Background: an optimization exercise with open tools, aiming at small area. Do not read the settings as production practice.
At most, simulation tests tie the RTL to the original design; equivalence was not proved.
Power figures rest on the tool's default switching activity, not on a simulated workload.

## rev 12
==> flow/design.v (excerpt) <==
module tlc_driver_top (
    input  logic                  clk,
    input  logic                  nrst,
    input  logic                  clk_enable,
    input  logic                  gs_valid,
    input  tlc_pkg::gs_word_t     gs_word,
    output logic                  gs_credit,
    input  logic                  cfg_valid,
    input  tlc_pkg::fc_config_t   cfg_word,
    output logic                  cfg_credit,
    input  logic                  position_sync,
    input  logic                  driver_sout,
    output tlc_pkg::driver_pins_t pins,
    output logic                  column_ready,
    output logic                  config_match,
    output logic                  underrun
);
    localparam int LANES = tlc_pkg::LANES;
    localparam int FC_BITS = tlc_pkg::FC_BITS;
    localparam int GS_DEPTH = 16;
    localparam logic [3:0] S_STALL  = 4'd0;
    localparam logic [3:0] S_PC     = 4'd1;   
    localparam logic [3:0] S_CFG    = 4'd2;   
    localparam logic [3:0] S_WRT    = 4'd3;   
    localparam logic [3:0] S_PDC    = 4'd4;   
  ...
export LEC_CHECK = 0
export CAP_MARGIN = 20
export CORE_MARGIN = 2
export CORE_UTILIZATION = 80
export SLEW_MARGIN = 20
create_clock -name core_clock -period 10.0 [get_ports {clk}]
standard.sh (not shown) runs the stock make flow with config.mk's settings and CLKGATE_MAP_FILE= SYNTH_SCRIPT=/design/flow/synth_recipe.tcl, a recipe that flattens the netlist after the stock synthesis.
==> flow/flow/run.sh <==
#!/bin/bash
# Standard ORFS layout with smaller port buffers and no CTS dummy loads.
set -euo pipefail
bash standard.sh \
  'BUFFER_PORTS_ARGS=-buffer_cell sky130_fd_sc_hd__buf_1' \
  'CTS_ARGS=-sink_clustering_enable -repair_clock_nets -dont_use_dummy_load -buf_list {sky130_fd_sc_hd__clkbuf_4 sky130_fd_sc_hd__clkbuf_8} -sink_clustering_size 12 -sink_clustering_max_diameter 40' \
  finish > standard_flow.log 2>&1
Rev 12: no failed stages, no open violations at the end
For rev 13, these inputs were changed with respect to rev 12:
Settings: CORE_UTILIZATION changed from 80 to 75.
==> flow/flow/run.sh <==
#!/bin/bash
# Standard ORFS layout with smaller port buffers and no CTS dummy loads.
set -euo pipefail
bash standard.sh \
  'BUFFER_PORTS_ARGS=-buffer_cell sky130_fd_sc_hd__buf_1' \
  'CTS_ARGS=-sink_clustering_enable -repair_clock_nets -dont_use_dummy_load -buf_list sky130_fd_sc_hd__clkbuf_8 -sink_clustering_size 16 -sink_clustering_max_diameter 50' \
  finish > standard_flow.log 2>&1
Notes after the runs:
- Rev 13 finished all stages; the layout is clean.
- The higher final hold slack of rev 13 and rev 12 is in rev 12.
- The standard cells in rev 13 occupy less silicon area than those in rev 12 do.
- pins[19] as the capturing element of the worst setup path was reported by rev 12, and pins[20] by rev 13.
- Cmp rev 13 and rev 12 / total number of placement rows / lower: rev 12
- When the final numbers for rev 13 and rev 12 were put side by side, the detailed route wirelength on metal3 turned out to be greater in rev 12.
No functional check of the RTL was part of any run of this note.

---

Another version of the RTL of tlc_driver_top (not shown whole).
Size in the first run: roughly 1300 cells after synthesis, roughly 650 flip-flops, roughly 0.024 mm² of cells after synthesis.
==> flow/config.mk <==
export PLATFORM = sky130hd
export DESIGN_NAME = tlc_driver_top
export DESIGN_NICKNAME = tlc_driver_top
export VERILOG_FILES = /design/flow/design.v
export SDC_FILE = /design/flow/constraint.sdc
export NUM_CORES = 4
export LEC_CHECK = 0
export CAP_MARGIN = 0
export CORE_MARGIN = 2
export CORE_UTILIZATION = 80
export SLEW_MARGIN = 0
export SYNTH_HIERARCHICAL = 1
==> flow/constraint.sdc <==
create_clock -name core_clock -period 10.0 [get_ports {clk}]
set_input_delay 2.0000 -clock core_clock [delete_from_list [all_inputs] [get_ports {clk}]]
set_output_delay 2.0000 -clock core_clock [all_outputs]
set_load 0.01 [all_outputs]
==> flow/flow/run.sh <==
#!/bin/bash
# Standard ORFS layout with smaller port buffers and no CTS dummy loads.
set -euo pipefail
bash standard.sh \
  'BUFFER_PORTS_ARGS=-buffer_cell sky130_fd_sc_hd__buf_1' \
  'CTS_ARGS=-sink_clustering_enable -repair_clock_nets -dont_use_dummy_load -buf_list sky130_fd_sc_hd__clkbuf_8 -sink_clustering_size 18 -sink_clustering_max_diameter 45' \
  'RECOVER_POWER=100' \
  finish > standard_flow.log 2>&1
The first run finished but fails on max-capacitance violations, max-slew violations.
==> next run, changes <==
--- a/flow/flow/run.sh
+++ b/flow/flow/run.sh
@@ -5,4 +5,3 @@
   'BUFFER_PORTS_ARGS=-buffer_cell sky130_fd_sc_hd__buf_1' \
   'CTS_ARGS=-sink_clustering_enable -repair_clock_nets -dont_use_dummy_load -buf_list sky130_fd_sc_hd__clkbuf_8 -sink_clustering_size 18 -sink_clustering_max_diameter 45' \
-  'RECOVER_POWER=100' \
   finish > standard_flow.log 2>&1
--- a/flow/config.mk
+++ b/flow/config.mk
@@ -6,7 +6,7 @@
 export NUM_CORES = 4
 export LEC_CHECK = 0
-export CAP_MARGIN = 0
+export CAP_MARGIN = 20
 export CORE_MARGIN = 2
-export CORE_UTILIZATION = 80
-export SLEW_MARGIN = 0
+export CORE_UTILIZATION = 75
+export SLEW_MARGIN = 20
 export SYNTH_HIERARCHICAL = 1
Result: The changed run went through all stages and came out clean. Non-clock buffer count rose by 1. Final area rose by about 0.9%. Synthesized area does not change. Setup slack improved by 1200 ps. Clock-buffer cell count rose by 2. Power hardly moves. Combinational power rose by 2.3%.

---

Setup of main:
tlc_driver_top, a different RTL version from the one above (not shown whole).
Size: ~1500 cells after synthesis, ~670 flip-flops, ~0.025 sq mm of cells after synthesis.
## tlc_driver_top
module tlc_driver_top (
    input  logic                  clk,
    input  logic                  nrst,
    input  logic                  clk_enable,
    input  logic                  gs_valid,
    input  tlc_pkg::gs_word_t     gs_word,
    output logic                  gs_credit,
    input  logic                  cfg_valid,
    input  tlc_pkg::fc_config_t   cfg_word,
    output logic                  cfg_credit,
    input  logic                  position_sync,
    input  logic                  driver_sout,
    output tlc_pkg::driver_pins_t pins,
    output logic                  column_ready,
    output logic                  config_match,
    output logic                  underrun
);
    localparam int LANES = tlc_pkg::LANES;
    localparam int FC_BITS = tlc_pkg::FC_BITS;
    localparam int GS_DEPTH = 16;
    localparam logic [3:0] S_STALL  = 4'd0;
    localparam logic [3:0] S_PC     = 4'd1;   
    localparam logic [3:0] S_CFG    = 4'd2;   
    localparam logic [3:0] S_WRT    = 4'd3;   
    localparam logic [3:0] S_PDC    = 4'd4;   
    localparam logic [3:0] S_DUMP   = 4'd5;   
    localparam logic [3:0] S_LOD    = 4'd6;
    localparam logic [3:0] S_WAIT   = 4'd7;
    localparam logic [3:0] S_STREAM = 4'd8;
    localparam logic [5:0] C_PC    = 6'd49;
    localparam logic [5:0] C_DATA  = 6'd15;
    localparam logic [5:0] C_WRT   = 6'd58;
    localparam logic [5:0] C_PDC   = 6'd53;
    localparam logic [5:0] C_DUMP  = 6'd11;
    localparam logic [5:0] C_BLANK = 6'd56;   
    logic [3:0] state;
    logic [5:0] cnt;
    logic [3:0] wcnt;    
    logic [2:0] row;
    tlc_pkg::gs_word_t gs_mem [GS_DEPTH];
    logic [4:0] gs_cnt;
    logic gs_present;
    logic gs_pop;
    always_ff @(posedge clk) begin
        if (gs_valid) begin
            gs_mem[0] <= gs_word;
            for (int i = 1; i < GS_DEPTH; i++) begin
                gs_mem[i] <= gs_mem[i-1];
            end
        end
    end
    assign gs_present = (gs_cnt != '0);
    tlc_pkg::fc_config_t cfg_e0, cfg_e1, cfg_head;
    logic [1:0] cfg_cnt;
    logic cfg_present;
    logic cfg_pop;
    always_ff @(posedge clk) begin
  ...
export LEC_CHECK = 0
export CAP_MARGIN = 20
export CORE_MARGIN = 2
export CORE_UTILIZATION = 70
export SLEW_MARGIN = 20
create_clock -name core_clock -period 10.0 [get_ports {clk}]
run.sh (not shown) runs the stock make flow with config.mk's settings and CLKGATE_MAP_FILE= SYNTH_SCRIPT=/design/flow/synth_recipe.tcl, a recipe that flattens the netlist after the stock synthesis.
Stock flow here: none of the scripts above is used.
For the feature branch, these inputs were changed with respect to main:
- changing CORE_UTILIZATION from 70 to 40
Findings:
Against main, the final cell area of the feature branch is higher.
The feature branch ended with less path length in cells of the critical path than main.
Between main and the feature branch, the floorplan core area is higher for the feature branch.
No functional check of the RTL was part of any run of this note.

afterwards: timing with drivers on the ports:
The results above use ideal ports. As a check the final layouts listed here were re-extracted and re-timed, cells and wires unchanged.
Step 1 (the two cells are an assumption about what drives the block):
set clk [get_ports {clk}]
set_driving_cell -lib_cell sky130_fd_sc_hd__clkbuf_16 $clk
set_driving_cell -lib_cell sky130_fd_sc_hd__buf_2 [delete_from_list [all_inputs] $clk]
Step 2, shift: input delay + t, output delay - t, t = (earliest + latest rising clock arrival at the registers) / 2. This alone moves slack from input paths to output paths.
Three values: ideal, step 1, step 2; two values: the first two.
run	t (ns)	slack for setup (ns)	hold slack, ns
rev 12	0.627	3.667 / 3.617 / 4.244	0.406 / 0.406 / 0.406
rev 13	0.679	3.888 / 3.838 / 4.517	0.398 / 0.398 / 0.398
the first run of note 2	0.636	2.455 / 2.450 / 1.814	0.387 / 0.387 / 0.387
the second run of note 2	0.649	3.636 / 3.588 / 4.237	0.402 / 0.402 / 0.402
main	0.625	3.608 / 3.551 / 4.176	0.438 / 0.438 / 0.438
the feature branch	0.653	3.940 / 3.885 / 4.075	0.431 / 0.431 / 0.431
For the first run of note 2, which loses most, drivers alone change the setup slack by -0.005 ns; drivers and shift together by -0.641 ns.
